Background: an optimization exercise with open tools, aiming at small area, a short achievable clock period and few clock cycles per item. Do not read the settings as production practice. At most, simulation tests tie the RTL to the original design; equivalence was not proved. The RTL of run 4 was laid out without a check of its function.

## flow/design.v (module list and top-level ports; edited modules follow where they fit)
// module hmm_viterbi_decoder: 247 lines
// module mul16hi: 1148 lines
// module vfa: 4 lines
module hmm_viterbi_decoder #(
  parameter int DATA_PREC       = 16,
  parameter int HIDDEN_STATES   = 4,
  parameter int OBSERVED_STATES = 4,
  parameter int OBSERVED_LEN    = 16,
  localparam int SW = (HIDDEN_STATES > 1) ? $clog2(HIDDEN_STATES) : 1,
  localparam int OW = (OBSERVED_STATES > 1) ? $clog2(OBSERVED_STATES) : 1
) (
  input  logic                 clk,
  input  logic                 rst,
  input  logic [HIDDEN_STATES*HIDDEN_STATES*DATA_PREC-1:0]   trans,
  input  logic [HIDDEN_STATES*OBSERVED_STATES*DATA_PREC-1:0] emm,
  input  logic [HIDDEN_STATES*DATA_PREC-1:0]                 stationary_distribution,
  input  logic                 in_valid,
  output logic                 in_ready,
  input  logic [OW-1:0]        in_obs,
  output logic                 out_valid,
  input  logic                 out_ready,
  output logic [SW-1:0]        out_state,
  output logic                 out_last,
  output logic [DATA_PREC-1:0] out_prob
);
  // ...
==> flow/flow/run.sh <==
#!/bin/bash
# Layout flow: the standard ORFS flow (standard.sh), with
#  - port buffers of the smallest plain buffer instead of the default delay buffer,
#  - repair_timing asked for extra setup slack so that the layout is sized for speed
#    (the clock and constraints are the design's; only the repair target changes).
set -euo pipefail
source flow/params.sh
bash standard.sh \
  "BUFFER_PORTS_ARGS=-buffer_cell sky130_fd_sc_hd__buf_1" \
  "SETUP_SLACK_MARGIN=${MARGIN}" \
  finish > flow_make.log 2>&1
==> flow/flow/params.sh <==
MARGIN=17.5
==> flow/standard.sh <==
#!/bin/bash
# synth_recipe.tcl (not shown) runs the flow's synth.tcl, then flattens the netlist and writes it again
# the make line also repeats each setting of config.mk as NAME=value (left out here)
make -C /OpenROAD-flow-scripts/flow DESIGN_CONFIG=/design/flow/config.mk WORK_HOME=/design/flow/orfs CLKGATE_MAP_FILE= SYNTH_SCRIPT=/design/flow/synth_recipe.tcl "${@:-finish}"
==> flow/config.mk <==
export PLATFORM = sky130hd
export DESIGN_NAME = hmm_viterbi_decoder
export DESIGN_NICKNAME = hmm_viterbi_decoder
export VERILOG_FILES = /design/flow/design.v
export SDC_FILE = /design/flow/constraint.sdc
export NUM_CORES = 4
export LEC_CHECK = 0
export ABC_CLOCK_PERIOD_IN_PS = 5500
export CAP_MARGIN = 20
export CORE_MARGIN = 2
export CORE_UTILIZATION = 40
export SLEW_MARGIN = 20
export SYNTH_HIERARCHICAL = 1
==> flow/constraint.sdc <==
create_clock -name core_clock -period 24.0 [get_ports {clk}]
set_input_delay 4.8000 -clock core_clock [delete_from_list [all_inputs] [get_ports {clk}]]
set_output_delay 4.8000 -clock core_clock [all_outputs]
set_load 0.01 [all_outputs]
==> metrics.yaml, run 1 <==
status:
  status: "finished clean"
logic_synthesis:
  synth_most_common_cell: "nand2_1"
  ys_types: 86
  synthArstFlopShare_pct: 3.96
  synth_area_per_cell_um2: 10.4
  synth_edf_count: 204
  synth_largest_area_cell: "fa_1"
  synth_top_area_share_pct: 34.5
  yosys_warnings: 7
grt:
  grt_overflow: 0
  grt_util_met2_pct: 41.6
layout:
  drive_above_1_share_pct: 10.3
  clockBufferCount: 65
  biggestCellCategory: "multi-input gates"
  largest_register: "bp_q"
  fin_nets: 6683
  n_all_buffers: 673
  utilization_pct: 44.4
  design_area_um2: 53900
clocking:
  cts_max_level: 2
  post-cts-setup-buffer-count: 0
  cts.path.max_buffers: 3
  clk_pin_slew_ns: 0.06
critical_path:
  crit_start: "ph_q[1]"
  crit_arrival_ns: 6.83
  path_delay_family: "compound AO/OA/AOI/OAI gates"
  cp_common_cell: "a21oi_1"
  worstSetupPathType: "reg -> reg"
  critPathBufInv: 2
sta:
  finalSetupViolCount: 0
  worstMarginPinSlew_ns: 1.14
  finalMaxSlewViolations: 0
  tns_ns: 0
  fin_skew_ns: 0.0424
detailed_routing:
  vias_per_cell: 5.90
  wl_met1_mm: 71.9
placement:
  hpwl_mm: 129
  dpl_cell_area_um2: 52100
die:
  taps: 1625
Testbench counts, summed over its fixed seeds: cycles 28,928, sequences 256.
==> module hmm_viterbi_decoder, before the edit <==
module hmm_viterbi_decoder #(
  parameter int DATA_PREC       = 16,
  parameter int HIDDEN_STATES   = 4,
  parameter int OBSERVED_STATES = 4,
  parameter int OBSERVED_LEN    = 16,
  localparam int SW = (HIDDEN_STATES > 1) ? $clog2(HIDDEN_STATES) : 1,
  localparam int OW = (OBSERVED_STATES > 1) ? $clog2(OBSERVED_STATES) : 1
) (
  input  logic                 clk,
  input  logic                 rst,
  input  logic [HIDDEN_STATES*HIDDEN_STATES*DATA_PREC-1:0]   trans,
  input  logic [HIDDEN_STATES*OBSERVED_STATES*DATA_PREC-1:0] emm,
  input  logic [HIDDEN_STATES*DATA_PREC-1:0]                 stationary_distribution,
  input  logic                 in_valid,
  output logic                 in_ready,
  input  logic [OW-1:0]        in_obs,
  output logic                 out_valid,
  input  logic                 out_ready,
  output logic [SW-1:0]        out_state,
  output logic                 out_last,
  output logic [DATA_PREC-1:0] out_prob
);
  localparam int DP = DATA_PREC;
  function automatic logic [DP-1:0] tr_at(input int i, input int k);
    tr_at = trans[(i*4 + k)*DP +: DP];
  endfunction
  typedef enum logic [1:0] {S_WAIT, S_RUN, S_OUT} state_t;
  state_t     state_q;
  logic [2:0] ph_q;
  logic [3:0] t_q;
  logic       full_q;        
  logic       cont_q;        
  logic       abort_q;       
  logic [1:0] obs_q;
  logic       in_ready_q, out_valid_q, out_last_q;
  wire run    = (state_q == S_RUN);
  wire last_f = (t_q == 4'd15);
  wire accept = in_valid & in_ready_q;
  wire out_hs = out_valid_q & out_ready;
  logic [DP-1:0] a_q, b_q, d_q, x1_q, x2_q;
  logic [2:0][DP-1:0] tr_q, p_q;
  logic [3:0][DP-1:0] m_q;
  logic [3:0][1:0]    bpc_q;
  logic [1:0]    st_q;
  logic [14:1][3:0][1:0] bp_q;
  logic [DP-1:0] em_y;
  logic [2:0][DP-1:0] tr_y;
  mul16hi u_em (.a(a_q), .b(b_q), .y(em_y));
  mul16hi u_m0 (.a(d_q), .b(tr_q[0]), .y(tr_y[0]));
  mul16hi u_m1 (.a(x1_q), .b(tr_q[1]), .y(tr_y[1]));
  mul16hi u_m2 (.a(x2_q), .b(tr_q[2]), .y(tr_y[2]));
  wire cur  = run & ~last_f;    
  wire prev = run & cont_q;     
  wire amax = run & last_f & ~abort_q & (ph_q >= 3'd1) & (ph_q <= 3'd4);   
  logic [3:0]         f_en, f_first;
  logic [3:0][1:0]    f_idx;
  logic [3:0][DP-1:0] f_p;
  always_comb begin
    f_en = '0; f_first = '0; f_idx = '0;
    f_p[0] = p_q[0];
    f_p[1] = p_q[1];
    f_p[2] = p_q[2];
    f_p[3] = p_q[2];
    case (ph_q)
      3'd0: begin
        f_en[1] = prev; f_idx[1] = 2'd3; f_p[1] = p_q[0];
        f_en[2] = prev; f_idx[2] = 2'd3; f_p[2] = p_q[1];
        f_en[3] = prev; f_idx[3] = 2'd2;
      end
      3'd1: begin
        f_en[3] = prev; f_idx[3] = 2'd3; f_p[3] = p_q[0];
        f_first[0] = amax;
      end
      3'd2: begin
        f_en[2:0] = {3{cur}}; f_first[2:0] = {3{cur}};
      end
      3'd3: begin
        f_en[0] = cur; f_idx[0] = 2'd1;
        f_en[1] = cur; f_idx[1] = 2'd1;
        f_en[3] = cur; f_first[3] = cur;
      end
      3'd4: begin
        f_en[0] = cur; f_idx[0] = 2'd2;
        f_en[2] = cur; f_idx[2] = 2'd1; f_p[2] = p_q[1];
        f_en[3] = cur; f_idx[3] = 2'd1;
      end
      3'd5: begin
        f_en[0] = cur; f_idx[0] = 2'd3;
        f_en[1] = cur; f_idx[1] = 2'd2;
        f_en[2] = cur; f_idx[2] = 2'd2;
      end
      default: ;
    endcase
    if (amax) begin
      f_en[0] = 1'b1;
      f_p[0]  = d_q;
    end
  end
  logic [3:0][DP-1:0] fold_res;
  logic [3:0][1:0]    fold_bp;
  always_comb begin
    for (int k = 0; k < 4; k++) begin
      fold_res[k] = m_q[k];
      fold_bp[k]  = bpc_q[k];
      if (f_first[k] || (f_en[k] && (f_p[k] > m_q[k]))) begin
        fold_res[k] = f_p[k];
        fold_bp[k]  = f_idx[k];
      end
    end
  end
  logic [1:0] jn;       
  always_comb begin
    case (ph_q)
      3'd0: jn = 2'd1;
      3'd1: jn = 2'd2;
      3'd2: jn = 2'd3;
      default: jn = 2'd0;
    endcase
    if (!run) jn = 2'd0;
  end
  logic [DP-1:0] a_n;
  always_comb begin
    case (ph_q)
      3'd0: a_n = fold_res[1];
      3'd1: a_n = m_q[2];
      3'd2: a_n = m_q[3];
      default: a_n = fold_res[0];
    endcase
    if (!run) a_n = fold_res[0];
  end
  logic [2:0][DP-1:0] tr_n;
  always_comb begin
    case (ph_q)
      3'd0: tr_n = {tr_at(0, 2), tr_at(0, 1), tr_at(0, 0)};    
      3'd1: tr_n = {tr_at(0, 3), tr_at(1, 1), tr_at(1, 0)};    
      3'd2: tr_n = {tr_at(1, 3), tr_at(1, 2), tr_at(2, 0)};    
      3'd3: tr_n = {tr_at(2, 2), tr_at(2, 1), tr_at(3, 0)};    
      3'd4: tr_n = {tr_at(2, 3), tr_at(3, 2), tr_at(3, 1)};    
      default: tr_n = {tr_at(2, 3), tr_at(3, 2), tr_at(3, 3)};  
    endcase
  end
  wire amax_take = f_first[0] | (f_p[0] > m_q[0]);
  always_ff @(posedge clk) begin
    a_q <= a_n;
    b_q <= emm[({jn, obs_q})*DP +: DP];
    if (run && ph_q <= 3'd3) d_q <= em_y;
    if (run) begin
      case (ph_q)
        3'd0: begin x1_q <= em_y; x2_q <= em_y; end
        3'd1: x1_q <= em_y;
        3'd2: x2_q <= d_q;
        3'd3: begin x1_q <= d_q; x2_q <= d_q; end
        3'd4: x1_q <= d_q;
        default: ;
      endcase
    end
    tr_q <= tr_n;
    p_q  <= tr_y;
    for (int k = 0; k < 4; k++) begin
      m_q[k]   <= (state_q == S_WAIT && t_q == 4'd0) ? stationary_distribution[k*DP +: DP] : fold_res[k];
      if (k != 0 || !amax) bpc_q[k] <= fold_bp[k];
    end
    if (amax) begin
      if (amax_take) st_q <= ph_q[1:0] - 2'd1;
    end else if (out_hs) begin
      if (t_q == 4'd15) st_q <= bpc_q[st_q];
      else if (t_q != 4'd0) st_q <= bp_q[t_q][st_q];
    end
    if (run && ph_q == 3'd2 && t_q != 4'd0 && !last_f)
      bp_q[t_q] <= bpc_q;
  end
  assign out_state = st_q;
  assign out_prob  = m_q[0];
  assign out_valid = out_valid_q;
  assign out_last  = out_last_q;
  assign in_ready  = in_ready_q;
  state_t     state_d;
  logic [2:0] ph_d;
  logic [3:0] t_d;
  logic       full_d, cont_d, abort_d;
  always_comb begin
    state_d = state_q;
    ph_d    = ph_q;
    t_d     = t_q;
    full_d  = full_q;
    cont_d  = cont_q;
    abort_d = abort_q;
    if (run && ph_q == 3'd2) full_d = 1'b0;    
    if (accept) full_d = 1'b1;
    case (state_q)
      S_WAIT: begin
        if (full_q) begin
          state_d = S_RUN;
          ph_d    = 3'd0;
          cont_d  = 1'b0;
          abort_d = 1'b0;
        end
      end
      S_RUN: begin
        ph_d = ph_q + 3'd1;
        if (ph_q == 3'd1 && abort_q) begin
          state_d = S_WAIT;
        end else if (last_f && ph_q == 3'd4) begin
          state_d = S_OUT;
        end else if (ph_q == 3'd5) begin
          t_d     = t_q + 4'd1;
          ph_d    = 3'd0;
          cont_d  = 1'b1;
          abort_d = ~full_q;
        end
      end
      S_OUT: begin
        if (out_hs) begin
          if (t_q == 4'd0) state_d = S_WAIT;
          else t_d = t_q - 4'd1;
        end
      end
      default: state_d = S_WAIT;
    endcase
  end
  always_ff @(posedge clk or posedge rst) begin
    if (rst) begin
      state_q     <= S_WAIT;
      ph_q        <= 3'd0;
      t_q         <= 4'd0;
      full_q      <= 1'b0;
      cont_q      <= 1'b0;
      abort_q     <= 1'b0;
      in_ready_q  <= 1'b1;
      out_valid_q <= 1'b0;
      out_last_q  <= 1'b0;
    end else begin
      state_q     <= state_d;
      ph_q        <= ph_d;
      t_q         <= t_d;
      full_q      <= full_d;
      cont_q      <= cont_d;
      abort_q     <= abort_d;
      in_ready_q  <= ~full_d & ~(state_d == S_OUT) & ~(state_d == S_RUN && t_d == 4'd15);
      out_valid_q <= (state_d == S_OUT);
      out_last_q  <= (state_d == S_OUT) && (t_d == 4'd0);
    end
  end
  always_ff @(posedge clk) begin
    if (accept) obs_q <= in_obs;
  end
endmodule
==> run 2: changes to the inputs <==
--- a/flow/design.v
+++ b/flow/design.v
@@ -28,150 +28,123 @@
   state_t     state_q;
   logic [2:0] ph_q;
   logic [3:0] t_q;
   logic       full_q;        
   logic       cont_q;        
   logic       abort_q;       
   logic [1:0] obs_q;
   logic       in_ready_q, out_valid_q, out_last_q;
+  logic       bpw_q;         
   wire run    = (state_q == S_RUN);
   wire last_f = (t_q == 4'd15);
   wire accept = in_valid & in_ready_q;
   wire out_hs = out_valid_q & out_ready;
   logic [DP-1:0] a_q, b_q, d_q, x1_q, x2_q;
   logic [2:0][DP-1:0] tr_q, p_q;
   logic [3:0][DP-1:0] m_q;
   logic [3:0][1:0]    bpc_q;
   logic [1:0]    st_q;
   logic [14:1][3:0][1:0] bp_q;
   logic [DP-1:0] em_y;
   logic [2:0][DP-1:0] tr_y;
   mul16hi u_em (.a(a_q), .b(b_q), .y(em_y));
   mul16hi u_m0 (.a(d_q), .b(tr_q[0]), .y(tr_y[0]));
   mul16hi u_m1 (.a(x1_q), .b(tr_q[1]), .y(tr_y[1]));
   mul16hi u_m2 (.a(x2_q), .b(tr_q[2]), .y(tr_y[2]));
-  wire cur  = run & ~last_f;    
-  wire prev = run & cont_q;     
   wire amax = run & last_f & ~abort_q & (ph_q >= 3'd1) & (ph_q <= 3'd4);   
-  logic [3:0]         f_en, f_first;
+  logic [3:0] fen_q, ffirst_q;
+  logic       s0d_q, s1p0_q, s2p1_q, s3p0_q;    
   logic [3:0][1:0]    f_idx;
   logic [3:0][DP-1:0] f_p;
   always_comb begin
-    f_en = '0; f_first = '0; f_idx = '0;
-    f_p[0] = p_q[0];
-    f_p[1] = p_q[1];
-    f_p[2] = p_q[2];
-    f_p[3] = p_q[2];
+    f_idx = '0;
     case (ph_q)
-      3'd0: begin
-        f_en[1] = prev; f_idx[1] = 2'd3; f_p[1] = p_q[0];
-        f_en[2] = prev; f_idx[2] = 2'd3; f_p[2] = p_q[1];
-        f_en[3] = prev; f_idx[3] = 2'd2;
-      end
-      3'd1: begin
-        f_en[3] = prev; f_idx[3] = 2'd3; f_p[3] = p_q[0];
-        f_first[0] = amax;
-      end
-      3'd2: begin
-        f_en[2:0] = {3{cur}}; f_first[2:0] = {3{cur}};
-      end
-      3'd3: begin
-        f_en[0] = cur; f_idx[0] = 2'd1;
-        f_en[1] = cur; f_idx[1] = 2'd1;
-        f_en[3] = cur; f_first[3] = cur;
-      end
-      3'd4: begin
-        f_en[0] = cur; f_idx[0] = 2'd2;
-        f_en[2] = cur; f_idx[2] = 2'd1; f_p[2] = p_q[1];
-        f_en[3] = cur; f_idx[3] = 2'd1;
-      end
-      3'd5: begin
-        f_en[0] = cur; f_idx[0] = 2'd3;
-        f_en[1] = cur; f_idx[1] = 2'd2;
-        f_en[2] = cur; f_idx[2] = 2'd2;
-      end
+      3'd0: begin f_idx[1] = 2'd3; f_idx[2] = 2'd3; f_idx[3] = 2'd2; end
+      3'd1: begin f_idx[3] = 2'd3; end
+      3'd3: begin f_idx[0] = 2'd1; f_idx[1] = 2'd1; end
+      3'd4: begin f_idx[0] = 2'd2; f_idx[2] = 2'd1; f_idx[3] = 2'd1; end
+      3'd5: begin f_idx[0] = 2'd3; f_idx[1] = 2'd2; f_idx[2] = 2'd2; end
       default: ;
     endcase
-    if (amax) begin
-      f_en[0] = 1'b1;
-      f_p[0]  = d_q;
-    end
+    f_p[0] = s0d_q  ? d_q    : p_q[0];
+    f_p[1] = s1p0_q ? p_q[0] : p_q[1];
+    f_p[2] = s2p1_q ? p_q[1] : p_q[2];
+    f_p[3] = s3p0_q ? p_q[0] : p_q[2];
   end
   logic [3:0][DP-1:0] fold_res;
   logic [3:0][1:0]    fold_bp;
   always_comb begin
     for (int k = 0; k < 4; k++) begin
       fold_res[k] = m_q[k];
       fold_bp[k]  = bpc_q[k];
-      if (f_first[k] || (f_en[k] && (f_p[k] > m_q[k]))) begin
+      if (ffirst_q[k] || (fen_q[k] && (f_p[k] > m_q[k]))) begin
         fold_res[k] = f_p[k];
         fold_bp[k]  = f_idx[k];
       end
     end
   end
   logic [1:0] jn;       
   always_comb begin
     case (ph_q)
       3'd0: jn = 2'd1;
       3'd1: jn = 2'd2;
       3'd2: jn = 2'd3;
       default: jn = 2'd0;
     endcase
     if (!run) jn = 2'd0;
   end
+  wire b_byp = (jn == 2'd0) & ~full_q;
   logic [DP-1:0] a_n;
   always_comb begin
     case (ph_q)
       3'd0: a_n = fold_res[1];
       3'd1: a_n = m_q[2];
       3'd2: a_n = m_q[3];
       default: a_n = fold_res[0];
     endcase
-    if (!run) a_n = fold_res[0];
+    if (!run) a_n = (t_q == 4'd0) ? stationary_distribution[0 +: DP] : fold_res[0];
   end
   logic [2:0][DP-1:0] tr_n;
   always_comb begin
     case (ph_q)
       3'd0: tr_n = {tr_at(0, 2), tr_at(0, 1), tr_at(0, 0)};    
       3'd1: tr_n = {tr_at(0, 3), tr_at(1, 1), tr_at(1, 0)};    
       3'd2: tr_n = {tr_at(1, 3), tr_at(1, 2), tr_at(2, 0)};    
       3'd3: tr_n = {tr_at(2, 2), tr_at(2, 1), tr_at(3, 0)};    
       3'd4: tr_n = {tr_at(2, 3), tr_at(3, 2), tr_at(3, 1)};    
       default: tr_n = {tr_at(2, 3), tr_at(3, 2), tr_at(3, 3)};  
     endcase
   end
-  wire amax_take = f_first[0] | (f_p[0] > m_q[0]);
+  wire amax_take = ffirst_q[0] | (f_p[0] > m_q[0]);
   always_ff @(posedge clk) begin
     a_q <= a_n;
-    b_q <= emm[({jn, obs_q})*DP +: DP];
+    b_q <= b_byp ? emm[({2'd0, in_obs})*DP +: DP] : emm[({jn, obs_q})*DP +: DP];
     if (run && ph_q <= 3'd3) d_q <= em_y;
+    x1_q <= (ph_q <= 3'd1) ? em_y : d_q;
     if (run) begin
       case (ph_q)
-        3'd0: begin x1_q <= em_y; x2_q <= em_y; end
-        3'd1: x1_q <= em_y;
-        3'd2: x2_q <= d_q;
-        3'd3: begin x1_q <= d_q; x2_q <= d_q; end
-        3'd4: x1_q <= d_q;
+        3'd0: x2_q <= em_y;
+        3'd1, 3'd2, 3'd3: x2_q <= d_q;
         default: ;
       endcase
     end
     tr_q <= tr_n;
     p_q  <= tr_y;
     for (int k = 0; k < 4; k++) begin
       m_q[k]   <= (state_q == S_WAIT && t_q == 4'd0) ? stationary_distribution[k*DP +: DP] : fold_res[k];
       if (k != 0 || !amax) bpc_q[k] <= fold_bp[k];
     end
     if (amax) begin
       if (amax_take) st_q <= ph_q[1:0] - 2'd1;
     end else if (out_hs) begin
       if (t_q == 4'd15) st_q <= bpc_q[st_q];
       else if (t_q != 4'd0) st_q <= bp_q[t_q][st_q];
     end
-    if (run && ph_q == 3'd2 && t_q != 4'd0 && !last_f)
+    if (bpw_q)
       bp_q[t_q] <= bpc_q;
   end
   assign out_state = st_q;
   assign out_prob  = m_q[0];
   assign out_valid = out_valid_q;
   assign out_last  = out_last_q;
   assign in_ready  = in_ready_q;
   state_t     state_d;
@@ -184,57 +157,106 @@
     t_d     = t_q;
     full_d  = full_q;
     cont_d  = cont_q;
     abort_d = abort_q;
     if (run && ph_q == 3'd2) full_d = 1'b0;    
     if (accept) full_d = 1'b1;
     case (state_q)
       S_WAIT: begin
-        if (full_q) begin
+        if (full_q || accept) begin
           state_d = S_RUN;
           ph_d    = 3'd0;
           cont_d  = 1'b0;
           abort_d = 1'b0;
         end
       end
       S_RUN: begin
         ph_d = ph_q + 3'd1;
         if (ph_q == 3'd1 && abort_q) begin
           state_d = S_WAIT;
         end else if (last_f && ph_q == 3'd4) begin
           state_d = S_OUT;
         end else if (ph_q == 3'd5) begin
           t_d     = t_q + 4'd1;
           ph_d    = 3'd0;
           cont_d  = 1'b1;
-          abort_d = ~full_q;
+          abort_d = ~(full_q | accept);
         end
       end
       S_OUT: begin
         if (out_hs) begin
           if (t_q == 4'd0) state_d = S_WAIT;
           else t_d = t_q - 4'd1;
         end
       end
       default: state_d = S_WAIT;
     endcase
   end
+  logic [3:0] fen_d, ffirst_d;
+  logic       s0d_d, s1p0_d, s2p1_d, s3p0_d;
+  always_comb begin
+    logic run_n, cur_n, prev_n, amax_n;
+    run_n  = (state_d == S_RUN);
+    cur_n  = run_n & (t_d != 4'd15);
+    prev_n = run_n & cont_d;
+    amax_n = run_n & (t_d == 4'd15) & ~abort_d & (ph_d >= 3'd1) & (ph_d <= 3'd4);
+    fen_d = '0; ffirst_d = '0;
+    s1p0_d = 1'b0; s2p1_d = 1'b0; s3p0_d = 1'b0;
+    case (ph_d)
+      3'd0: begin
+        fen_d[1] = prev_n; s1p0_d = 1'b1;
+        fen_d[2] = prev_n; s2p1_d = 1'b1;
+        fen_d[3] = prev_n;
+      end
+      3'd1: begin
+        fen_d[3] = prev_n; s3p0_d = 1'b1;
+      end
+      3'd2: begin
+        fen_d[2:0] = {3{cur_n}}; ffirst_d[2:0] = {3{cur_n}};
+      end
+      3'd3: begin
+        fen_d[0] = cur_n; fen_d[1] = cur_n;
+        fen_d[3] = cur_n; ffirst_d[3] = cur_n;
+      end
+      3'd4: begin
+        fen_d[0] = cur_n; fen_d[2] = cur_n; s2p1_d = 1'b1;
+        fen_d[3] = cur_n;
+      end
+      3'd5: begin
+        fen_d[0] = cur_n; fen_d[1] = cur_n; fen_d[2] = cur_n;
+      end
+      default: ;
+    endcase
+    s0d_d = amax_n;
+    if (amax_n) begin
+      fen_d[0]    = 1'b1;
+      ffirst_d[0] = (ph_d == 3'd1);
+    end
+  end
   always_ff @(posedge clk or posedge rst) begin
     if (rst) begin
+      fen_q       <= '0;
+      ffirst_q    <= '0;
+      {s0d_q, s1p0_q, s2p1_q, s3p0_q} <= '0;
+      bpw_q       <= 1'b0;
       state_q     <= S_WAIT;
       ph_q        <= 3'd0;
       t_q         <= 4'd0;
       full_q      <= 1'b0;
       cont_q      <= 1'b0;
       abort_q     <= 1'b0;
       in_ready_q  <= 1'b1;
       out_valid_q <= 1'b0;
       out_last_q  <= 1'b0;
     end else begin
+      fen_q       <= fen_d;
+      ffirst_q    <= ffirst_d;
+      {s0d_q, s1p0_q, s2p1_q, s3p0_q} <= {s0d_d, s1p0_d, s2p1_d, s3p0_d};
+      bpw_q       <= (state_d == S_RUN) && (ph_d == 3'd2) && (t_d != 4'd0) && (t_d != 4'd15);
       state_q     <= state_d;
       ph_q        <= ph_d;
       t_q         <= t_d;
       full_q      <= full_d;
       cont_q      <= cont_d;
       abort_q     <= abort_d;
       in_ready_q  <= ~full_d & ~(state_d == S_OUT) & ~(state_d == S_RUN && t_d == 4'd15);
       out_valid_q <= (state_d == S_OUT);
@@ -1385,15 +1407,177 @@
   vfa u_s665 (.a(c554), .b(s611), .c(c610), .s(s665), .co(c666));
   vfa u_s667 (.a(c558), .b(s613), .c(c612), .s(s667), .co(c668));
   vfa u_s669 (.a(c562), .b(s615), .c(c614), .s(s669), .co(c670));
   vfa u_s671 (.a(c566), .b(s617), .c(c616), .s(s671), .co(c672));
   vfa u_s673 (.a(c568), .b(s619), .c(c618), .s(s673), .co(c674));
   vfa u_s675 (.a(pp240), .b(pp255), .c(c620), .s(s675), .co(c676));
   wire [31:0] r0 = {1'b1, pp256, s675, s673, s671, s669, s667, s665, s663, s661, s659, s657, s655, s653, s651, s649, s647, s645, s643, s641, s639, s637, s635, s633, s631, s629, s627, s625, s623, pp33, pp2, pp1};
   wire [31:0] r1 = {1'b1, c676, c674, c672, c670, c668, c666, c664, c662, c660, c658, c656, c654, c652, c650, c648, c646, c644, c642, c640, c638, c636, c634, c632, c630, c628, c626, c624, c622, s621, pp17, 1'b1};
-  wire [31:0] sum = r0 + r1 + 32'd1;
-  assign y = ~sum[31:16];
+  wire [31:0] g = r0 & r1;
+  wire [31:0] p = r0 ^ r1;
+  wire gg0_0 = g[0] | p[0];
+  wire G1_1 = g[1] | (p[1] & gg0_0);
+  wire P1_1 = p[1] & p[0];
+  wire G1_3 = g[3] | (p[3] & g[2]);
+  wire P1_3 = p[3] & p[2];
+  wire G1_5 = g[5] | (p[5] & g[4]);
+  wire P1_5 = p[5] & p[4];
+  wire G1_7 = g[7] | (p[7] & g[6]);
+  wire P1_7 = p[7] & p[6];
+  wire G1_9 = g[9] | (p[9] & g[8]);
+  wire P1_9 = p[9] & p[8];
+  wire G1_11 = g[11] | (p[11] & g[10]);
+  wire P1_11 = p[11] & p[10];
+  wire G1_13 = g[13] | (p[13] & g[12]);
+  wire P1_13 = p[13] & p[12];
+  wire G1_15 = g[15] | (p[15] & g[14]);
+  wire P1_15 = p[15] & p[14];
+  wire G1_17 = g[17] | (p[17] & g[16]);
+  wire P1_17 = p[17] & p[16];
+  wire G1_19 = g[19] | (p[19] & g[18]);
+  wire P1_19 = p[19] & p[18];
+  wire G1_21 = g[21] | (p[21] & g[20]);
+  wire P1_21 = p[21] & p[20];
+  wire G1_23 = g[23] | (p[23] & g[22]);
+  wire P1_23 = p[23] & p[22];
+  wire G1_25 = g[25] | (p[25] & g[24]);
+  wire P1_25 = p[25] & p[24];
+  wire G1_27 = g[27] | (p[27] & g[26]);
+  wire P1_27 = p[27] & p[26];
+  wire G1_29 = g[29] | (p[29] & g[28]);
+  wire P1_29 = p[29] & p[28];
+  wire G1_31 = g[31] | (p[31] & g[30]);
+  wire P1_31 = p[31] & p[30];
+  wire G2_2 = g[2] | (p[2] & G1_1);
+  wire P2_2 = p[2] & P1_1;
+  wire G2_3 = G1_3 | (P1_3 & G1_1);
+  wire P2_3 = P1_3 & P1_1;
+  wire G2_6 = g[6] | (p[6] & G1_5);
+  wire P2_6 = p[6] & P1_5;
+  wire G2_7 = G1_7 | (P1_7 & G1_5);
+  wire P2_7 = P1_7 & P1_5;
+  wire G2_10 = g[10] | (p[10] & G1_9);
+  wire P2_10 = p[10] & P1_9;
+  wire G2_11 = G1_11 | (P1_11 & G1_9);
+  wire P2_11 = P1_11 & P1_9;
+  wire G2_14 = g[14] | (p[14] & G1_13);
+  wire P2_14 = p[14] & P1_13;
+  wire G2_15 = G1_15 | (P1_15 & G1_13);
+  wire P2_15 = P1_15 & P1_13;
+  wire G2_18 = g[18] | (p[18] & G1_17);
+  wire P2_18 = p[18] & P1_17;
+  wire G2_19 = G1_19 | (P1_19 & G1_17);
+  wire P2_19 = P1_19 & P1_17;
+  wire G2_22 = g[22] | (p[22] & G1_21);
+  wire P2_22 = p[22] & P1_21;
+  wire G2_23 = G1_23 | (P1_23 & G1_21);
+  wire P2_23 = P1_23 & P1_21;
+  wire G2_26 = g[26] | (p[26] & G1_25);
+  wire P2_26 = p[26] & P1_25;
+  wire G2_27 = G1_27 | (P1_27 & G1_25);
+  wire P2_27 = P1_27 & P1_25;
+  wire G2_30 = g[30] | (p[30] & G1_29);
+  wire P2_30 = p[30] & P1_29;
+  wire G2_31 = G1_31 | (P1_31 & G1_29);
+  wire P2_31 = P1_31 & P1_29;
+  wire G3_4 = g[4] | (p[4] & G2_3);
+  wire P3_4 = p[4] & P2_3;
+  wire G3_5 = G1_5 | (P1_5 & G2_3);
+  wire P3_5 = P1_5 & P2_3;
+  wire G3_6 = G2_6 | (P2_6 & G2_3);
+  wire P3_6 = P2_6 & P2_3;
+  wire G3_7 = G2_7 | (P2_7 & G2_3);
+  wire P3_7 = P2_7 & P2_3;
+  wire G3_12 = g[12] | (p[12] & G2_11);
+  wire P3_12 = p[12] & P2_11;
+  wire G3_13 = G1_13 | (P1_13 & G2_11);
+  wire P3_13 = P1_13 & P2_11;
+  wire G3_14 = G2_14 | (P2_14 & G2_11);
+  wire P3_14 = P2_14 & P2_11;
+  wire G3_15 = G2_15 | (P2_15 & G2_11);
+  wire P3_15 = P2_15 & P2_11;
+  wire G3_20 = g[20] | (p[20] & G2_19);
+  wire P3_20 = p[20] & P2_19;
+  wire G3_21 = G1_21 | (P1_21 & G2_19);
+  wire P3_21 = P1_21 & P2_19;
+  wire G3_22 = G2_22 | (P2_22 & G2_19);
+  wire P3_22 = P2_22 & P2_19;
+  wire G3_23 = G2_23 | (P2_23 & G2_19);
+  wire P3_23 = P2_23 & P2_19;
+  wire G3_28 = g[28] | (p[28] & G2_27);
+  wire P3_28 = p[28] & P2_27;
+  wire G3_29 = G1_29 | (P1_29 & G2_27);
+  wire P3_29 = P1_29 & P2_27;
+  wire G3_30 = G2_30 | (P2_30 & G2_27);
+  wire P3_30 = P2_30 & P2_27;
+  wire G3_31 = G2_31 | (P2_31 & G2_27);
+  wire P3_31 = P2_31 & P2_27;
+  wire G4_8 = g[8] | (p[8] & G3_7);
+  wire P4_8 = p[8] & P3_7;
+  wire G4_9 = G1_9 | (P1_9 & G3_7);
+  wire P4_9 = P1_9 & P3_7;
+  wire G4_10 = G2_10 | (P2_10 & G3_7);
+  wire P4_10 = P2_10 & P3_7;
+  wire G4_11 = G2_11 | (P2_11 & G3_7);
+  wire P4_11 = P2_11 & P3_7;
+  wire G4_12 = G3_12 | (P3_12 & G3_7);
+  wire P4_12 = P3_12 & P3_7;
+  wire G4_13 = G3_13 | (P3_13 & G3_7);
+  wire P4_13 = P3_13 & P3_7;
+  wire G4_14 = G3_14 | (P3_14 & G3_7);
+  wire P4_14 = P3_14 & P3_7;
+  wire G4_15 = G3_15 | (P3_15 & G3_7);
+  wire P4_15 = P3_15 & P3_7;
+  wire G4_24 = g[24] | (p[24] & G3_23);
+  wire P4_24 = p[24] & P3_23;
+  wire G4_25 = G1_25 | (P1_25 & G3_23);
+  wire P4_25 = P1_25 & P3_23;
+  wire G4_26 = G2_26 | (P2_26 & G3_23);
+  wire P4_26 = P2_26 & P3_23;
+  wire G4_27 = G2_27 | (P2_27 & G3_23);
+  wire P4_27 = P2_27 & P3_23;
+  wire G4_28 = G3_28 | (P3_28 & G3_23);
+  wire P4_28 = P3_28 & P3_23;
+  wire G4_29 = G3_29 | (P3_29 & G3_23);
+  wire P4_29 = P3_29 & P3_23;
+  wire G4_30 = G3_30 | (P3_30 & G3_23);
+  wire P4_30 = P3_30 & P3_23;
+  wire G4_31 = G3_31 | (P3_31 & G3_23);
+  wire P4_31 = P3_31 & P3_23;
+  wire G5_16 = g[16] | (p[16] & G4_15);
+  wire P5_16 = p[16] & P4_15;
+  wire G5_17 = G1_17 | (P1_17 & G4_15);
+  wire P5_17 = P1_17 & P4_15;
+  wire G5_18 = G2_18 | (P2_18 & G4_15);
+  wire P5_18 = P2_18 & P4_15;
+  wire G5_19 = G2_19 | (P2_19 & G4_15);
+  wire P5_19 = P2_19 & P4_15;
+  wire G5_20 = G3_20 | (P3_20 & G4_15);
+  wire P5_20 = P3_20 & P4_15;
+  wire G5_21 = G3_21 | (P3_21 & G4_15);
+  wire P5_21 = P3_21 & P4_15;
+  wire G5_22 = G3_22 | (P3_22 & G4_15);
+  wire P5_22 = P3_22 & P4_15;
+  wire G5_23 = G3_23 | (P3_23 & G4_15);
+  wire P5_23 = P3_23 & P4_15;
+  wire G5_24 = G4_24 | (P4_24 & G4_15);
+  wire P5_24 = P4_24 & P4_15;
+  wire G5_25 = G4_25 | (P4_25 & G4_15);
+  wire P5_25 = P4_25 & P4_15;
+  wire G5_26 = G4_26 | (P4_26 & G4_15);
+  wire P5_26 = P4_26 & P4_15;
+  wire G5_27 = G4_27 | (P4_27 & G4_15);
+  wire P5_27 = P4_27 & P4_15;
+  wire G5_28 = G4_28 | (P4_28 & G4_15);
+  wire P5_28 = P4_28 & P4_15;
+  wire G5_29 = G4_29 | (P4_29 & G4_15);
+  wire P5_29 = P4_29 & P4_15;
+  wire G5_30 = G4_30 | (P4_30 & G4_15);
+  wire P5_30 = P4_30 & P4_15;
+  wire G5_31 = G4_31 | (P4_31 & G4_15);
+  wire P5_31 = P4_31 & P4_15;
+  assign y = {~(p[31] ^ G5_30), ~(p[30] ^ G5_29), ~(p[29] ^ G5_28), ~(p[28] ^ G5_27), ~(p[27] ^ G5_26), ~(p[26] ^ G5_25), ~(p[25] ^ G5_24), ~(p[24] ^ G5_23), ~(p[23] ^ G5_22), ~(p[22] ^ G5_21), ~(p[21] ^ G5_20), ~(p[20] ^ G5_19), ~(p[19] ^ G5_18), ~(p[18] ^ G5_17), ~(p[17] ^ G5_16), ~(p[16] ^ G4_15)};
 endmodule
 module vfa (input a, input b, input c, output s, output co);
   assign s = a ^ b ^ c;
   assign co = (a & b) | (a & c) | (b & c);
 endmodule
==> flow/flow/params.sh (replaced) <==
MARGIN=18.5
==> run 2 against run 1 <==
Critical path type is now reg -> out. Sequential share of layout area fell by 0.25 points. Cell count is 0.45% lower. Maximum frequency is 2.6% higher. Register-to-register slack better by 0.31 ns. Worst hold slack improved by 0.0098 ns. Utilization grew 4.6 points. Clock skew up 0.031 ns. First-iteration DRC count is 3.9% higher. Global-route usage is 1.6 points higher. Worst setup slack better by 0.16 ns. Synthesized cell count down 5.4%.
==> metrics.yaml, run 2 <==
sta:
  fin_crit_sh_pct: 25.7  # was 26.4%
  fmax_ghz: 0.162  # was 0.158 GHz
  finalMaxSlewViolations: 0  # unchanged
  fin_skew_ns: 0.0736  # was 0.0424 ns
  finalHoldViolCount: 0  # unchanged
  finalCriticalPeriod_ns: 6.17  # was 6.32 ns
  worstMarginPinSlew_ns: 1.15  # was 1.14 ns
  slew_headroom_pct: 21.4  # was 23.8%
  hold_ws_ns: 0.572  # was 0.562 ns
  grt_setup_unrepaired: "yes"  # was no
  finalSetupViolCount: 0  # unchanged
  tns_ns: 0  # unchanged
grt:
  antenna_found_initial: 22  # was 20
  grt_overflow: 0  # unchanged
  grt_pass1_vias: 41000  # was 40900
  grt_pass1_wl_mm: 258  # was 257 mm
  grt_start_max_net_pins: 80  # was 79
  grt_use_total_pct: 28.5  # was 27.0%
flow_run:
  cap_violations: 0  # unchanged
layout:
  utilization_pct: 49.0  # was 44.4%
  largest_register_ffs: 112  # unchanged
  area_growth_syn_to_layout_pct: 21.3  # was 10.6%
  drive_above_1_share_pct: 21.1  # was 10.3%
  largest_register: "bp_q"  # unchanged
  fin_nets: 6757  # was 6683
  largest_registers: "bp_q (112), m_q (64)"  # unchanged
  final_common_cell: "nand2_1"  # unchanged
  nFillCells: 10600  # was 11600
  design_area_um2: 57000  # was 53900 µm²
  layout_common_cells: "nand2_1 (1153), fa_1 (826), buf_1 (578)"  # was nand2_1 (1226), fa_1 (840), buf_1 (602)
  fin_cells: 6694  # was 6724
logic_synthesis:
  ys_top_cells_by_count: "nand2_1 (1176), fa_1 (844), clkbuf_1 (343)"  # was nand2_1 (1227), fa_1 (840), clkbuf_1 (353)
  synth-seq-cells: 391  # was 379
  yosys_warnings: 7  # unchanged
  synth_top_area_share_pct: 35.9  # was 34.5%
  synthFlopType: "edfxtp_1"  # unchanged
  synth_most_common_cell: "nand2_1"  # unchanged
  synth_area_um2: 47000  # was 48800 µm²
  seq_area_frac_synth_pct: 20.9  # was 19.9%
  synth_area_leaders: "fa_1 (36%), edfxtp_1 (12%), nand2_1 (9.4%), dfxtp_1 (7.5%), ha_1 (5.4%)"  # was fa_1 (34%), edfxtp_1 (13%), nand2_1 (9.4%), dfxtp_1 (6.6%), ha_1 (5.3%)
  ys_types: 81  # was 86
  synth_edf_count: 188  # was 204
  synth_area_per_cell_um2: 10.6  # was 10.4 µm²
  synth_largest_area_cell: "fa_1"  # unchanged
  syn_inst: 4439  # was 4694
  synthArstFlopShare_pct: 6.91  # was 3.96%
critical_path:
  crit_path_start_kind: "flop"  # unchanged
  critPathBufInv: 1  # was 2
  path_max_fanout: 3  # was 39
  required_ns: 19.20  # was 24.50 ns
  cpPeakStageDelay_ns: 0.58  # was 1.07 ns
  path_delay_family: "flip-flops"  # was compound AO/OA/AOI/OAI gates
  endpoint_kind: "primary output"  # was flop
  worstSetupPathType: "reg -> out"  # was reg -> reg
  crit_arrival_ns: 1.37  # was 6.83 ns
  cp_slowest_cell: "dfstp_2"  # was nor2b_4
  cp_cell_sequence: "buf_6"  # was inv_1, ha_2, nor2b_4, buf_4, mux2_2, ha_1, a21oi_1, o21a_1, o211ai_1, a211oi_1, o31a_2, mux2_2, a21oi_1, a21oi_1
detailed_routing:
  num_vias: 39100  # was 39600
  wl_mm: 173  # was 171 mm
  drcViolationCount: 0  # unchanged
  drtIter0Drc: 3684  # was 3547
  final_antenna_net_count: 0  # unchanged
  dr.pass1.iters: 14  # was 7
  vias_per_cell: 5.84  # was 5.90
  wl_per_cell_um: 25.9  # was 25.4 µm
clocking:
  cts_max_level: 2  # unchanged
  numCtsBuffers: 48  # unchanged
  cts_root_buffer: "clkbuf_16"  # unchanged
  clock-sinks: 391  # was 379
  cts.path.max_buffers: 3  # unchanged
  clkLatencyLatePin_ns: 0.67  # was 0.64 ns
  cts_tree: "yes"  # unchanged
  clk_pin_slew_ns: 0.07  # was 0.06 ns
die:
  die-area_um2: 120000  # was 125000 µm²
  dieWidth_um: 347  # was 353 µm
  start_util_pct: 40.4  # was 40.2%
  die_h_um: 347  # was 353 µm
  placementRows: 125  # was 128
  boundaryPins: 603  # unchanged
  design.core.area_um2: 116000  # was 121000 µm²
placement:
  dpl_cell_area_um2: 50700  # was 52100 µm²
  placed_cells: 6307  # was 6613
  hpwl_mm: 124  # was 129 mm
  port_buffers: 602  # unchanged
  gp_congestion: 0.963  # was 0.941
min_path:
  hold_class: "reg -> reg"  # unchanged
status:
  status: "finished clean"  # unchanged
[run 2: cell count changes after synthesis, moves of 21 or more]
cell and delta:
a22oi_1 +29, a22o_1 -34, a21oi_1 -90, o21a_1 -27, nand3_1 +27, o211ai_1 -21, o21ai_0 +31, nand2_1 -51
[run 2: what timing repair did]
action / in CTS / in global routing
pin swaps: 108 / 118
resized for setup: 436 / 145
setup buffers: 235 / 52
cloned: 7 / 1
setup endpoints to repair: 144 / 140
hold buffers: 0 / 0
[run 2: cell families after synthesis]
family / synth area share (%)
simple gates: 13.3
fa+ha+maj: 41.3
compound gates: 9.24
buf+inv: 4.06
flops: 20.9
mux: 10.0
xor+xnor: 1.19
other cells: 0.0319
[run 2: stage by stage]
step,worst slack [ns]
final,17.83
after global routing,17.80
after CTS,17.78
after detailed placement,16.60
after global placement,16.64
after floorplan,17.65
[run 2: final timing paths]
path | end | from | slack [ns] | cells after the start
setup / recovery | in_ready | in_ready_q | 17.83 | 1
max in group asynchronous | bpw_q | rst | 19.32 | 2
setup reg to reg | x2_q[14] | a_q[3] | 17.99 | 17
min in group asynchronous | fen_q[3] | rst | 4.23 | 2
hold / removal | bp_q[93] | bp_q[93] | 0.57 | 1
hold reg to reg | bp_q[93] | bp_q[93] | 0.57 | 1
[run 2: area by class of cell]
class / count / area (µm²) / area share (%)
Sequential cell: 391 / 10100 / 17.8
Timing Repair Buffer: 968 / 5880 / 10.3
Inverter: 103 / 404 / 0.709
Clock buffer: 61 / 1320 / 2.31
Antenna cell: 1 / 2.50 / 0.00439
Multi-Input combinational cell: 3617 / 37000 / 64.9
Clock inverter: 29 / 348 / 0.610
Tap cell: 1524 / 1910 / 3.34
[run 2: routing by layer]
layer / share of wire (%) / track usage (%) / vias up
met4: 4.1 / 11.0 / 28
li1: - / - / 16500
met2: 45 / 42.9 / 2005
met3: 9.9 / 8.13 / 371
met5: 0.099 / 0 / -
met1: 41 / 39.0 / 20200
[run 2: Yosys stat by module (local to each module, per instance)]
module	times used	cells	cell area (µm²)	flip-flops and latches
vfa	840	1	20.0	0
mul16hi	4	418	2060	0
hmm_viterbi_decoder	1	1927	22000	391
Testbench counts of run 2, summed over its fixed seeds: cycles 28,672, sequences 256.
==> run 3: changes to the inputs <==
==> flow/flow/params.sh (replaced) <==
MARGIN=18.0
==> run 3 against run 2 <==
Utilization is 2.8 points lower. Via count is 2.5% lower. Sequential share of layout area is 0.97 points higher. Largest cell class unchanged. Still clean on timing, DRC and antenna. Non-clock buffer count is 211 lower.
==> metrics.yaml, run 3 <==
die:
  die_h_um: 347  # unchanged
  boundaryPins: 603  # unchanged
  design.core.area_um2: 116000  # unchanged
  dieWidth_um: 347  # unchanged
  placementRows: 125  # unchanged
  start_util_pct: 40.4  # unchanged
  die-area_um2: 120000  # unchanged
detailed_routing:
  dr.pass1.iters: 9  # was 14
  final_antenna_net_count: 0  # unchanged
  wl_per_cell_um: 26.1  # was 25.9 µm
  wl_mm: 169  # was 173 mm
  num_vias: 38100  # was 39100
  vias_per_cell: 5.87  # was 5.84
  drcViolationCount: 0  # unchanged
  drtIter0Drc: 4052  # was 3684
sta:
  grt_setup_unrepaired: "yes"  # unchanged
  finalCriticalPeriod_ns: 6.20  # was 6.17 ns
  finalSetupViolCount: 0  # unchanged
  finalMaxSlewViolations: 0  # unchanged
  tns_ns: 0  # unchanged
  finalHoldViolCount: 0  # unchanged
  fin_crit_sh_pct: 25.8  # was 25.7%
  fin_skew_ns: 0.0602  # was 0.0736 ns
  worstMarginPinSlew_ns: 1.05  # was 1.15 ns
  fmax_ghz: 0.161  # was 0.162 GHz
  slew_headroom_pct: 29.6  # was 21.4%
clocking:
  clk_pin_slew_ns: 0.06  # was 0.07 ns
  numCtsBuffers: 47  # was 48
  cts_max_level: 2  # unchanged
  clock-sinks: 391  # unchanged
  clkLatencyLatePin_ns: 0.66  # was 0.67 ns
  cts.path.max_buffers: 3  # unchanged
  cts_tree: "yes"  # unchanged
  cts_root_buffer: "clkbuf_16"  # unchanged
placement:
  hpwl_mm: 127  # was 124 mm
  placed_cells: 6296  # was 6307
  gp_congestion: 0.979  # was 0.963
  port_buffers: 602  # unchanged
layout:
  largest_register_ffs: 112  # unchanged
  drive_above_1_share_pct: 14.9  # was 21.1%
  final_common_cell: "nand2_1"  # unchanged
  fin_cells: 6489  # was 6694
  largest_register: "bp_q"  # unchanged
  largest_registers: "bp_q (112), m_q (64)"  # unchanged
  fin_nets: 6544  # was 6757
  layout_common_cells: "nand2_1 (1171), fa_1 (840), buf_1 (580)"  # was nand2_1 (1153), fa_1 (826), buf_1 (578)
  area_growth_syn_to_layout_pct: 14.4  # was 21.3%
status:
  status: "finished clean"  # unchanged
logic_synthesis:
  seq_area_frac_synth_pct: 20.9  # unchanged
  synth-seq-cells: 391  # unchanged
  ys_types: 81  # unchanged
  synthFlopType: "edfxtp_1"  # unchanged
  ys_top_cells_by_count: "nand2_1 (1176), fa_1 (844), clkbuf_1 (343)"  # unchanged
  synthArstFlopShare_pct: 6.91  # unchanged
  synth_area_leaders: "fa_1 (36%), edfxtp_1 (12%), nand2_1 (9.4%), dfxtp_1 (7.5%), ha_1 (5.4%)"  # unchanged
  synth_area_um2: 47000  # unchanged
  yosys_warnings: 7  # unchanged
  synth_area_per_cell_um2: 10.6  # unchanged
  synth_top_area_share_pct: 35.9  # unchanged
  synth_edf_count: 188  # unchanged
  syn_inst: 4439  # unchanged
  synth_largest_area_cell: "fa_1"  # unchanged
  synth_most_common_cell: "nand2_1"  # unchanged
critical_path:
  reg2regPathDepth: 17  # unchanged
  path_max_fanout: 2  # was 3
  critPathBufInv: 1  # unchanged
  crit_path_start_kind: "flop"  # unchanged
  cpPeakStageDelay_ns: 0.62  # was 0.58 ns
  cp_slowest_cell: "dfstp_2"  # unchanged
  reg2reg_to: "x2_q[13]"  # was x2_q[14]
  endpoint_kind: "primary output"  # unchanged
  required_ns: 19.20  # about the same
  path_delay_family: "flip-flops"  # unchanged
  worstSetupPathType: "reg -> out"  # unchanged
  crit_arrival_ns: 1.40  # was 1.37 ns
  cp_cell_sequence: "buf_6"  # unchanged
  timing.rr.start: "b_q[12]"  # was a_q[3]
  reg2reg_slack_ns: 17.98  # was 17.99 ns
grt:
  grt_pass1_wl_mm: 253  # was 258 mm
  grt_use_total_pct: 27.9  # was 28.5%
  grt_overflow: 0  # unchanged
  antenna_found_initial: 16  # was 22
  grt_start_max_net_pins: 66  # was 80
  grt_pass1_vias: 39400  # was 41000
min_path:
  min-delay-start: "bp_q[92]"  # was bp_q[93]
  hold_end: "bp_q[92]"  # was bp_q[93]
  holdPathStages: 1  # unchanged
  hold_class: "reg -> reg"  # unchanged
flow_run:
  cap_violations: 0  # unchanged
## run 3: cell counts after synthesis
Identical to the previous run, type by type.
## run 3: cell type report
class                      count  area (µm²)
tap                         1524        1910
timing repair buffer         757        3690
sequential                   391       10100
antenna                       11        27.5
fill                       10900       62500
multi-input combinational   3616       36000
clock inverter                27         400
clock buffer                  60        1350
inverter                     103         393
## run 3: how the worst max path moves through the flow
stage / start / to / slack [ns] / depth (start not counted)
6_report: in_ready_q / in_ready / 17.80 / 1
3_5_place_dp: in_obs[0] / b_q[14] / 16.50 / 6
4_1_cts: in_ready_q / in_ready / 17.78 / 1
5_1_grt: in_ready_q / in_ready / 17.76 / 1
3_3_place_gp: in_obs[0] / b_q[8] / 16.55 / 6
2_1_floorplan: out_ready / fen_q[2] / 17.65 / 7
## run 3: through the flow
stage	util [%]	area, µm²	hold slack (ns)	setup WS [ns]
3_3_place_gp	43.4	50500	0.555	16.55
4_1_cts	45.8	53200	0.578	17.78
5_1_grt	46.2	53800	0.595	17.76
6_report	46.3	53800	0.578	17.80
3_5_place_dp	43.4	50500	0.564	16.50
2_1_floorplan	-	47400	0.513	17.65
## run 3: what timing repair did
item | CTS | global route
hold buffers | 0 | 0
resized for setup | 159 | 114
setup endpoints to repair | 134 | 90
buffers inserted | 79 | 14
pin swaps | 5 | 58
cloned | 1 | 1
## run 3: per-module statistics from Yosys, one instance, submodules excluded
module	flip-flops and latches	times used	cell area, µm²
mul16hi	0	4	2060
vfa	0	840	20.0
hmm_viterbi_decoder	391	1	22000
## run 3: logic make-up after synthesis
family	synth area share, %
AO/OA/AOI/OAI	9.24
buffers and inverters	4.06
flip-flops	20.9
AND/OR/NAND/NOR	13.3
XOR/XNOR	1.19
multiplexers	10.0
adder cells (fa/ha/maj)	41.3
other	0.0319
## run 3: layer usage
layer / routed length [µm] / GRT usage, % / share of wire (%) / vias up
met5: 17 / 0 / 0.010 / -
met4: 4990 / 7.83 / 3.0 / 2
met3: 15700 / 5.78 / 9.3 / 269
met2: 76800 / 43.0 / 45 / 1957
met1: 71800 / 39.8 / 42 / 19800
li1: - / - / - / 16000
==> run 4: changes to the inputs <==
--- a/flow/design.v
+++ b/flow/design.v
@@ -115,8 +115,19 @@
     endcase
   end
   wire amax_take = ffirst_q[0] | (f_p[0] > m_q[0]);
+  logic [1:0] st_n;
+  always_comb begin
+    st_n = st_q;
+    if (amax) begin
+      if (amax_take) st_n = ph_q[1:0] - 2'd1;
+    end else if (out_hs) begin
+      if (t_q == 4'd15) st_n = bpc_q[st_q];
+      else if (t_q != 4'd0) st_n = bp_q[t_q][st_q];
+    end
+  end
   always_ff @(posedge clk) begin
     a_q <= a_n;
+    st_q <= st_n;
     b_q <= b_byp ? emm[({2'd0, in_obs})*DP +: DP] : emm[({jn, obs_q})*DP +: DP];
     if (run && ph_q <= 3'd3) d_q <= em_y;
     x1_q <= (ph_q <= 3'd1) ? em_y : d_q;
@@ -130,15 +141,9 @@
     tr_q <= tr_n;
     p_q  <= tr_y;
     for (int k = 0; k < 4; k++) begin
-      m_q[k]   <= (state_q == S_WAIT && t_q == 4'd0) ? stationary_distribution[k*DP +: DP] : fold_res[k];
+      m_q[k]   <= (k != 0 && state_q == S_WAIT && t_q == 4'd0) ? stationary_distribution[k*DP +: DP] : fold_res[k];
       if (k != 0 || !amax) bpc_q[k] <= fold_bp[k];
     end
-    if (amax) begin
-      if (amax_take) st_q <= ph_q[1:0] - 2'd1;
-    end else if (out_hs) begin
-      if (t_q == 4'd15) st_q <= bpc_q[st_q];
-      else if (t_q != 4'd0) st_q <= bp_q[t_q][st_q];
-    end
     if (bpw_q)
       bp_q[t_q] <= bpc_q;
   end
@@ -244,7 +249,7 @@
       full_q      <= 1'b0;
       cont_q      <= 1'b0;
       abort_q     <= 1'b0;
-      in_ready_q  <= 1'b1;
+      in_ready_q  <= 1'b0;
       out_valid_q <= 1'b0;
       out_last_q  <= 1'b0;
     end else begin
==> run 4 against run 3 <==
Non-clock buffer count up 45. Sequential cell count unchanged. Utilization is 0.13 points higher. Area after synthesis fell by 0.82%. Die area shrank 0.82%. Maximum frequency is 1.1% lower. Register-to-register slack better by 0.08 ns. Via count is 2.1% lower. Largest cell class unchanged. Highest routed layer unchanged.
==> metrics.yaml, run 4 <==
status:
  status: "finished clean"  # unchanged
layout:
  design_area_um2: 53800  # about the same
  area_growth_syn_to_layout_pct: 15.2  # was 14.4%
  layout_common_cells: "nand2_1 (1134), fa_1 (843), buf_1 (581)"  # was nand2_1 (1171), fa_1 (840), buf_1 (580)
  largest_register_ffs: 112  # unchanged
  final_common_cell: "nand2_1"  # unchanged
  largest_registers: "bp_q (112), m_q (64)"  # unchanged
  drive_above_1_share_pct: 15.9  # was 14.9%
  largest_register: "bp_q"  # unchanged
  fin_nets: 6537  # was 6544
logic_synthesis:
  yosys_warnings: 7  # unchanged
  ys_top_cells_by_count: "nand2_1 (1142), fa_1 (844), clkbuf_1 (329)"  # was nand2_1 (1176), fa_1 (844), clkbuf_1 (343)
  synth_area_leaders: "fa_1 (36%), edfxtp_1 (12%), nand2_1 (9.2%), dfxtp_1 (7.6%), mux2_2 (6.6%)"  # was fa_1 (36%), edfxtp_1 (12%), nand2_1 (9.4%), dfxtp_1 (7.5%), ha_1 (5.4%)
  seq_area_frac_synth_pct: 21.1  # was 20.9%
  synth_area_per_cell_um2: 10.6  # about the same
  synthArstFlopShare_pct: 6.91  # unchanged
  synth_top_area_share_pct: 36.2  # was 35.9%
  synthFlopType: "edfxtp_1"  # unchanged
  synth_most_common_cell: "nand2_1"  # unchanged
  synth-seq-cells: 391  # unchanged
  synth_largest_area_cell: "fa_1"  # unchanged
  synth_area_um2: 46700  # was 47000 µm²
  ys_types: 83  # was 81
  synth_edf_count: 188  # unchanged
  syn_inst: 4385  # was 4439
detailed_routing:
  drcViolationCount: 0  # unchanged
  wl_mm: 166  # was 169 mm
  vias_per_cell: 5.76  # was 5.87
  wl_per_cell_um: 25.6  # was 26.1 µm
  dr.pass1.iters: 6  # was 9
  num_vias: 37300  # was 38100
  drtIter0Drc: 3539  # was 4052
  final_antenna_net_count: 0  # unchanged
placement:
  dpl_cell_area_um2: 50100  # was 50500 µm²
  hpwl_mm: 123  # was 127 mm
  port_buffers: 602  # unchanged
  gp_congestion: 0.956  # was 0.979
critical_path:
  required_ns: 24.55  # was 19.20 ns
  crit_path_start_kind: "input pin"  # was flop
  worstSetupPathType: "in -> reg"  # was reg -> out
  path_max_fanout: 3  # was 2
  crit_arrival_ns: 6.81  # was 1.40 ns
  endpoint_kind: "flop"  # was primary output
clocking:
  cts_max_level: 2  # unchanged
  clkLatencyLatePin_ns: 0.67  # was 0.66 ns
  cts_root_buffer: "clkbuf_16"  # unchanged
  clk_pin_slew_ns: 0.06  # about the same
  cts.path.max_buffers: 3  # unchanged
  cts_tree: "yes"  # unchanged
  cts.hold.buffers_added: 0  # unchanged
  numCtsBuffers: 49  # was 47
  clock-sinks: 391  # unchanged
die:
  start_util_pct: 40.3  # was 40.4%
  boundaryPins: 603  # unchanged
  design.core.area_um2: 116000  # about the same
  placementRows: 125  # unchanged
  die_h_um: 346  # was 347 µm
  dieWidth_um: 346  # was 347 µm
  die-area_um2: 119000  # was 120000 µm²
grt:
  grt_pass1_wl_mm: 246  # was 253 mm
  antenna_found_initial: 6  # was 16
  grt_pass1_vias: 39100  # was 39400
  grt_use_total_pct: 27.3  # was 27.9%
  grt_overflow: 0  # unchanged
  grt_start_max_net_pins: 80  # was 66
sta:
  grt_setup_unrepaired: "yes"  # unchanged
  tns_ns: 0  # unchanged
  slew_headroom_pct: 20.6  # was 29.6%
  finalHoldViolCount: 0  # unchanged
  fmax_ghz: 0.160  # was 0.161 GHz
  finalCriticalPeriod_ns: 6.27  # was 6.20 ns
  worstMarginPinSlew_ns: 1.19  # was 1.05 ns
  finalMaxSlewViolations: 0  # unchanged
  hold_ws_ns: 0.532  # was 0.578 ns
  finalSetupViolCount: 0  # unchanged
  fin_crit_sh_pct: 26.1  # was 25.8%
  fin_skew_ns: 0.0531  # was 0.0602 ns
min_path:
  hold_class: "reg -> reg"  # unchanged
flow_run:
  cap_violations: 0  # unchanged
==> run 4: logic make-up after synthesis <==
logic type,share of synthesized area (%)
mux,11.5
flops,21.1
other cells,0.0322
compound gates,7.86
buf+inv,4.09
xor+xnor,1.16
simple gates,12.7
fa+ha+maj,41.6
==> run 4: Yosys stat by module (local to each module, per instance) <==
| module | copies in the design | cells |
|---|---|---|
| vfa | 840 | 1 |
| mul16hi | 4 | 418 |
| hmm_viterbi_decoder | 1 | 1873 |
==> run 4: per-stage QoR <==
stage	instances	utilization, %	setup WS, ns
finish	6478	46.4	17.73
global route	6477	46.4	17.70
CTS	6426	45.7	17.75
floorplan	4441	-	17.24
global placement	6252	43.2	16.80
detailed placement	6252	43.2	16.78
==> run 4: worst paths after layout <==
check / cells past startpoint / endpoint / startpoint / slack, ns
max: 8 / ffirst_q[0] / out_ready / 17.73
min: 2 / m_q[0] / m_q[0] / 0.53
max reg2reg: 18 / x2_q[13] / b_q[13] / 18.06
min reg2reg: 2 / m_q[0] / m_q[0] / 0.53
max in group asynchronous: 3 / bpw_q / rst / 19.53
min in group asynchronous: 3 / out_last_q / rst / 4.17
==> run 4: layout make-up <==
type	instances	area, µm²
clock inverter	22	284
timing repair inverter	1	5.00
clock buffer	70	1460
timing repair buffer	802	4210
fill	10800	62100
antenna	1	2.50
sequential	391	10100
inverter	101	383
multi-input combinational	3566	35400
tap	1524	1910
==> run 4: per-layer routing <==
layer	up-vias	routed length, µm	GRT usage (%)
li1	15900	-	-
met1	19400	71600	39.0
met2	1710	76500	42.9
met3	286	12800	4.37
met4	2	4760	7.81
met5	-	13	0
==> run 4: what timing repair did <==
action,CTS,global route
pin swaps,8,27
setup endpoints to repair,230,132
resized for setup,176,103
gates cloned,3,3
setup buffers,79,47
==> run 4: critical path: stages <==
cell and delay, ns:
buf_12 0.09, nand2_8 0.04, or4_4 0.42, a41oi_2 0.17, o21ai_2 0.09, or4_4 0.53, or4_4 0.53, o21ai_2 0.14

re-timing with driven ports:
No port has a modelled driver above. Below, the same layouts with a new extraction and two added sets of constraints. Step 1 sets driving cells, clkbuf_16 on the clock port and buf_2 on the other inputs (assumed; they add their load-dependent delay and slew). Step 2, shift: input delay + t, output delay - t, t = (earliest + latest rising clock arrival at the registers) / 2. This alone moves slack from input paths to output paths. a / b / c = ideal ports / drivers / drivers and shift; a / b = the first two.
run	t, ns	setup WS [ns]	worst hold slack (ns)	pins driven straight from the clock port
run 1	0.690	17.676 / 17.676 / 17.594	0.562 / 0.562 / 0.562	1
run 2	0.696	17.835 / 17.768 / 17.394	0.572 / 0.572 / 0.572	1
run 3	0.689	17.801 / 17.738 / 17.387	0.578 / 0.578 / 0.578	1
run 4	0.714	17.732 / 17.739 / 17.025	0.532 / 0.532 / 0.532	1
After both steps every run listed still meets setup and hold. The setup slack of run 4, which loses most, moves by +0.007 ns with the drivers and by -0.707 ns with both steps.
